Background: an optimization exercise with open tools, aiming at small area. Do not read the settings as production practice.
In this exercise RTL edits were held to simulation tests only and were not proved equivalent to the original.

==> inputs of run M <==
// hsv_to_rgb_converter_unit
module hsv_to_rgb_converter_unit (
  input  wire logic                                 clk,
  input  wire logic                                 rst,
  input  wire logic                                 in_valid,
  output logic                                      in_stall,
  input  wire logic [hsv2rgb_pkg::HUE_BITS-1:0]     hue,
  input  wire logic [hsv2rgb_pkg::CHAN_BITS-1:0]    saturation,
  input  wire logic [hsv2rgb_pkg::CHAN_BITS-1:0]    value,
  output logic                                      out_valid,
  input  wire logic                                 out_stall,
  output logic [hsv2rgb_pkg::CHAN_BITS-1:0]         red,
  output logic [hsv2rgb_pkg::CHAN_BITS-1:0]         green,
  output logic [hsv2rgb_pkg::CHAN_BITS-1:0]         blue,
  output logic [3*hsv2rgb_pkg::CHAN_BITS-1:0]       packed_color
);
Settings: LEC_CHECK=0, ABC_AREA=1, CAP_MARGIN=20, CORE_MARGIN=2, CORE_UTILIZATION=75, CTS_BUF_LIST=sky130_fd_sc_hd__clkbuf_2 sky130_fd_sc_hd__clkbuf_4 sky130_fd_sc_hd__clkbuf_8, CTS_CLUSTER_DIAMETER=100, CTS_CLUSTER_SIZE=30, SLEW_MARGIN=20; clock period 7.5 ns.
standard.sh (not shown) runs the stock make flow with config.mk's settings and CLKGATE_MAP_FILE= SYNTH_SCRIPT=/design/flow/synth_recipe.tcl, a recipe that flattens the netlist after the stock synthesis.
==> flow/flow/run.sh <==
#!/bin/bash
# Layout flow: the standard flow with two changes to synthesis and one
# to placement.
#  - Synthesis: Yosys's synth runs without its quick ABC pass (-noabc), so
#    the full adders written in the RTL reach extract_fa without inverted
#    polarities, and the final ABC mapping uses flow/area.abc (area-oriented
#    mapping). Registers, their names and cell types are unchanged.
#  - Ports are buffered with sky130_fd_sc_hd__buf_1, and the buffers that
#    synthesis puts between outputs sharing a net are buf_1 too.
# Each tool's output goes to the ORFS logs under orfs/logs; make's output to
# standard.log.
set -euo pipefail
WORK=$PWD
FLOW=$WORK/flow
{
  echo 'proc synth {args} { yosys synth -nofsm -noshare -noabc {*}$args }'
  echo 'proc abc {args} {'
  echo '  set i [lsearch $args -script]'
  echo "  if { \$i >= 0 } { set args [lreplace \$args \$i [expr {\$i + 1}] -script $FLOW/area.abc] }"
  echo '  yosys abc {*}$args'
  echo '}'
  tail -n +2 synth_recipe.tcl
} > my_synth.tcl
bash standard.sh SYNTH_SCRIPT=$WORK/my_synth.tcl \
  "BUFFER_PORTS_ARGS=-buffer_cell sky130_fd_sc_hd__buf_1" \
  "MIN_BUF_CELL_AND_PORTS=sky130_fd_sc_hd__buf_1 A X" finish > standard.log 2>&1
==> flow/flow/area.abc <==
strash
dch -f
amap
topo
==> inputs of run F, as changes to run M <==
--- a/flow/design.v
+++ b/flow/design.v
@@ -391,130 +391,67 @@
   wire a347 = a285 ^ a346;
   wire a348 = ~a347;
   wire a349 = a321 & a319;
   wire a350 = a318 | a349;
   wire a351 = a286 ^ a350;
   wire a352 = ~a351;
-  wire a353 = ~a264;
-  wire a354 = a265 & a264;
-  wire a355 = a265 & a353;
-  wire a356 = a267 & a266;
-  wire a357 = a269 & a268;
-  wire a358 = a256 & a270;
-  wire a359 = a266 & a354;
-  wire a360 = a266 & a355;
-  wire a361 = a356 & a354;
-  wire a362 = a356 & a355;
-  wire a363 = a270 & a357;
-  wire a364 = a358 & a357;
-  wire a365 = a268 & a361;
-  wire a366 = a268 & a362;
-  wire a367 = a357 & a361;
-  wire a368 = a357 & a362;
-  wire a369 = a363 & a361;
-  wire a370 = a363 & a362;
-  wire a371 = a364 & a361;
-  wire a372 = a364 & a362;
-  wire a373 = a265 ^ a264;
-  wire a374 = a266 ^ a354;
-  wire a375 = a267 ^ a359;
-  wire a376 = a268 ^ a361;
-  wire a377 = a269 ^ a365;
-  wire a378 = a270 ^ a367;
-  wire a379 = a256 ^ a369;
-  wire a380 = ~a265;
-  wire a381 = a380 & a264;
-  wire a382 = a267 & a266;
-  wire a383 = a269 & a268;
-  wire a384 = a256 & a270;
-  wire a385 = a266 & a265;
-  wire a386 = a266 & a381;
-  wire a387 = a382 & a265;
-  wire a388 = a382 & a381;
-  wire a389 = a270 & a383;
-  wire a390 = a384 & a383;
-  wire a391 = a268 & a387;
-  wire a392 = a268 & a388;
-  wire a393 = a383 & a387;
-  wire a394 = a383 & a388;
-  wire a395 = a389 & a387;
-  wire a396 = a389 & a388;
-  wire a397 = a390 & a387;
-  wire a398 = a390 & a388;
-  wire a399 = a266 ^ a265;
-  wire a400 = a267 ^ a385;
-  wire a401 = a268 ^ a387;
-  wire a402 = a269 ^ a391;
-  wire a403 = a270 ^ a393;
-  wire a404 = a256 ^ a395;
-  wire a405 = ~a321;
-  wire a406 = nz0 & a405;
-  wire a407 = a406 & a353;
-  wire a408 = ~nz0;
-  wire a409 = a408 & a264;
-  wire a410 = a407 | a409;
-  wire a411 = a321 & a264;
-  wire a412 = ~a321;
-  wire a413 = a412 & a410;
-  wire a414 = a411 | a413;
-  wire a415 = a406 & a373;
-  wire a416 = ~nz0;
-  wire a417 = a416 & a265;
-  wire a418 = a415 | a417;
-  wire a419 = a321 & a380;
-  wire a420 = ~a321;
-  wire a421 = a420 & a418;
-  wire a422 = a419 | a421;
-  wire a423 = a406 & a374;
-  wire a424 = ~nz0;
-  wire a425 = a424 & a266;
-  wire a426 = a423 | a425;
-  wire a427 = a321 & a399;
-  wire a428 = ~a321;
-  wire a429 = a428 & a426;
-  wire a430 = a427 | a429;
-  wire a431 = a406 & a375;
-  wire a432 = ~nz0;
-  wire a433 = a432 & a267;
-  wire a434 = a431 | a433;
-  wire a435 = a321 & a400;
-  wire a436 = ~a321;
-  wire a437 = a436 & a434;
-  wire a438 = a435 | a437;
-  wire a439 = a406 & a376;
-  wire a440 = ~nz0;
-  wire a441 = a440 & a268;
-  wire a442 = a439 | a441;
-  wire a443 = a321 & a401;
-  wire a444 = ~a321;
-  wire a445 = a444 & a442;
-  wire a446 = a443 | a445;
-  wire a447 = a406 & a377;
-  wire a448 = ~nz0;
-  wire a449 = a448 & a269;
-  wire a450 = a447 | a449;
-  wire a451 = a321 & a402;
-  wire a452 = ~a321;
-  wire a453 = a452 & a450;
-  wire a454 = a451 | a453;
-  wire a455 = a406 & a378;
-  wire a456 = ~nz0;
-  wire a457 = a456 & a270;
-  wire a458 = a455 | a457;
-  wire a459 = a321 & a403;
-  wire a460 = ~a321;
-  wire a461 = a460 & a458;
-  wire a462 = a459 | a461;
-  wire a463 = a406 & a379;
-  wire a464 = ~nz0;
-  wire a465 = a464 & a256;
-  wire a466 = a463 | a465;
-  wire a467 = a321 & a404;
-  wire a468 = ~a321;
-  wire a469 = a468 & a466;
-  wire a470 = a467 | a469;
+  wire a353 = ~a265;
+  wire a354 = a266 & a265;
+  wire a355 = a266 & a353;
+  wire a356 = a268 & a267;
+  wire a357 = a270 & a269;
+  wire a358 = a267 & a354;
+  wire a359 = a267 & a355;
+  wire a360 = a356 & a354;
+  wire a361 = a356 & a355;
+  wire a362 = a256 & a357;
+  wire a363 = a269 & a360;
+  wire a364 = a269 & a361;
+  wire a365 = a357 & a360;
+  wire a366 = a357 & a361;
+  wire a367 = a362 & a360;
+  wire a368 = a362 & a361;
+  wire a369 = a266 ^ a265;
+  wire a370 = a267 ^ a354;
+  wire a371 = a268 ^ a358;
+  wire a372 = a269 ^ a360;
+  wire a373 = a270 ^ a363;
+  wire a374 = a256 ^ a365;
+  wire a375 = ~a321;
+  wire a376 = nz0 & a375;
+  wire a377 = nz0 & a264;
+  wire a378 = a321 | a377;
+  wire a379 = a264 ^ a376;
+  wire a380 = a378 & a353;
+  wire a381 = ~a378;
+  wire a382 = a381 & a265;
+  wire a383 = a380 | a382;
+  wire a384 = a378 & a369;
+  wire a385 = ~a378;
+  wire a386 = a385 & a266;
+  wire a387 = a384 | a386;
+  wire a388 = a378 & a370;
+  wire a389 = ~a378;
+  wire a390 = a389 & a267;
+  wire a391 = a388 | a390;
+  wire a392 = a378 & a371;
+  wire a393 = ~a378;
+  wire a394 = a393 & a268;
+  wire a395 = a392 | a394;
+  wire a396 = a378 & a372;
+  wire a397 = ~a378;
+  wire a398 = a397 & a269;
+  wire a399 = a396 | a398;
+  wire a400 = a378 & a373;
+  wire a401 = ~a378;
+  wire a402 = a401 & a270;
+  wire a403 = a400 | a402;
+  wire a404 = a378 & a374;
+  wire a405 = ~a378;
+  wire a406 = a405 & a256;
+  wire a407 = a404 | a406;
   logic        valid_q1;
   logic [2:0]  sect_q1;
   logic [5:0]  r_q1;
   logic [7:0]  v_q1;
   logic [7:0]  c_q1;
   logic [7:0]  d_q1;
@@ -527,13 +464,13 @@
   end
   always_ff @(posedge clk) begin
     if (adv) begin
       sect_q1 <= sect;
       r_q1    <= r;
       v_q1    <= value;
-      c_q1    <= {a470, a462, a454, a446, a438, a430, a422, a414};
+      c_q1    <= {a407, a403, a399, a395, a391, a387, a383, a379};
       d_q1    <= {a352, a348, a344, a340, a336, a332, a328, a324};
     end
   end
   logic [3:0] w52;
   logic [4:0] hsum;
   wire b0 = ~c_q1[0];
Settings changed: CORE_UTILIZATION 75 to 55, CTS_CLUSTER_DIAMETER 100 to default, CTS_CLUSTER_SIZE 30 to default.
==> inputs of run Z, as changes to run M <==
==> flow/flow/area.abc (replaced) <==
strash
dch -f
amap
topo
strash
dch -f
amap
topo
Settings changed: CTS_CLUSTER_DIAMETER 100 to default, CTS_CLUSTER_SIZE 30 to default.
==> metrics.cfg <==
[status]
status = finished clean

[place]
dpl_cell_area_um2 = 9061

[logic_synthesis]
avgSynthCellArea_um2 = 9.333
synth_area_leaders = fa_1, edfxtp_1, ha_1

[cells_and_area]
seq_area_share_pct = 21.27

[setup_path]
r2r_slack_ns = 0.42
crit_arrival_ns = 7.17

[floorplan]
dieArea_um2 = 16310

[min_path]
min_to = sect_q2[0]

Source of the figures above: run F

==> metrics.cfg <==
[status]
status = finished clean

[place]
dpl_cell_area_um2 = 9089

[setup_path]
crit_arrival_ns = 7.32
r2r_slack_ns = 0.29

[min_path]
min_to = sect_q2[1]

[logic_synthesis]
avgSynthCellArea_um2 = 9.328

Source of the figures above: run M

==> metrics.cfg <==
[logic_synthesis]
synth_area_leaders = fa_1, edfxtp_1, ha_1

[status]
failed_checks = negative setup slack
status = finished with violations

[setup_path]
crit_arrival_ns = 7.75
r2r_slack_ns = -0.12

[sta]
setup_violations = 1
layout_setup_ws_ns = -0.1232

Source of the figures above: run Z

port drivers added, routing unchanged:
The flow's constraints put no driver on any port. The routed layouts listed below were extracted and timed again, unchanged, in two steps.
Step 1 (the two cells are an assumption about what drives the block):
set clk [get_ports {clk}]
set_driving_cell -lib_cell sky130_fd_sc_hd__clkbuf_16 $clk
set_driving_cell -lib_cell sky130_fd_sc_hd__buf_2 [delete_from_list [all_inputs] $clk]
Step 2 times the ports against the registers' clock, not the clock port: input delays grow and output delays shrink by t, the midpoint of the rising clock arrivals with the driver on.
Slacks: ideal ports / drivers / drivers and shift; pairs: ideal ports / drivers.
| run | t, ns | slack for setup (ns) | pins driven straight from the clock port |
|---|---|---|---|
| run M | 0.393 | 0.293 / 0.293 / 0.065 | 1 |
| run F | 0.374 | 0.425 / 0.425 / 0.119 | 1 |
| run Z | 0.404 | -0.123 / -0.123 / -0.123 | 1 |
The setup slack of run F, which loses most, moves by 0.000 ns with the drivers and by -0.306 ns with both steps.
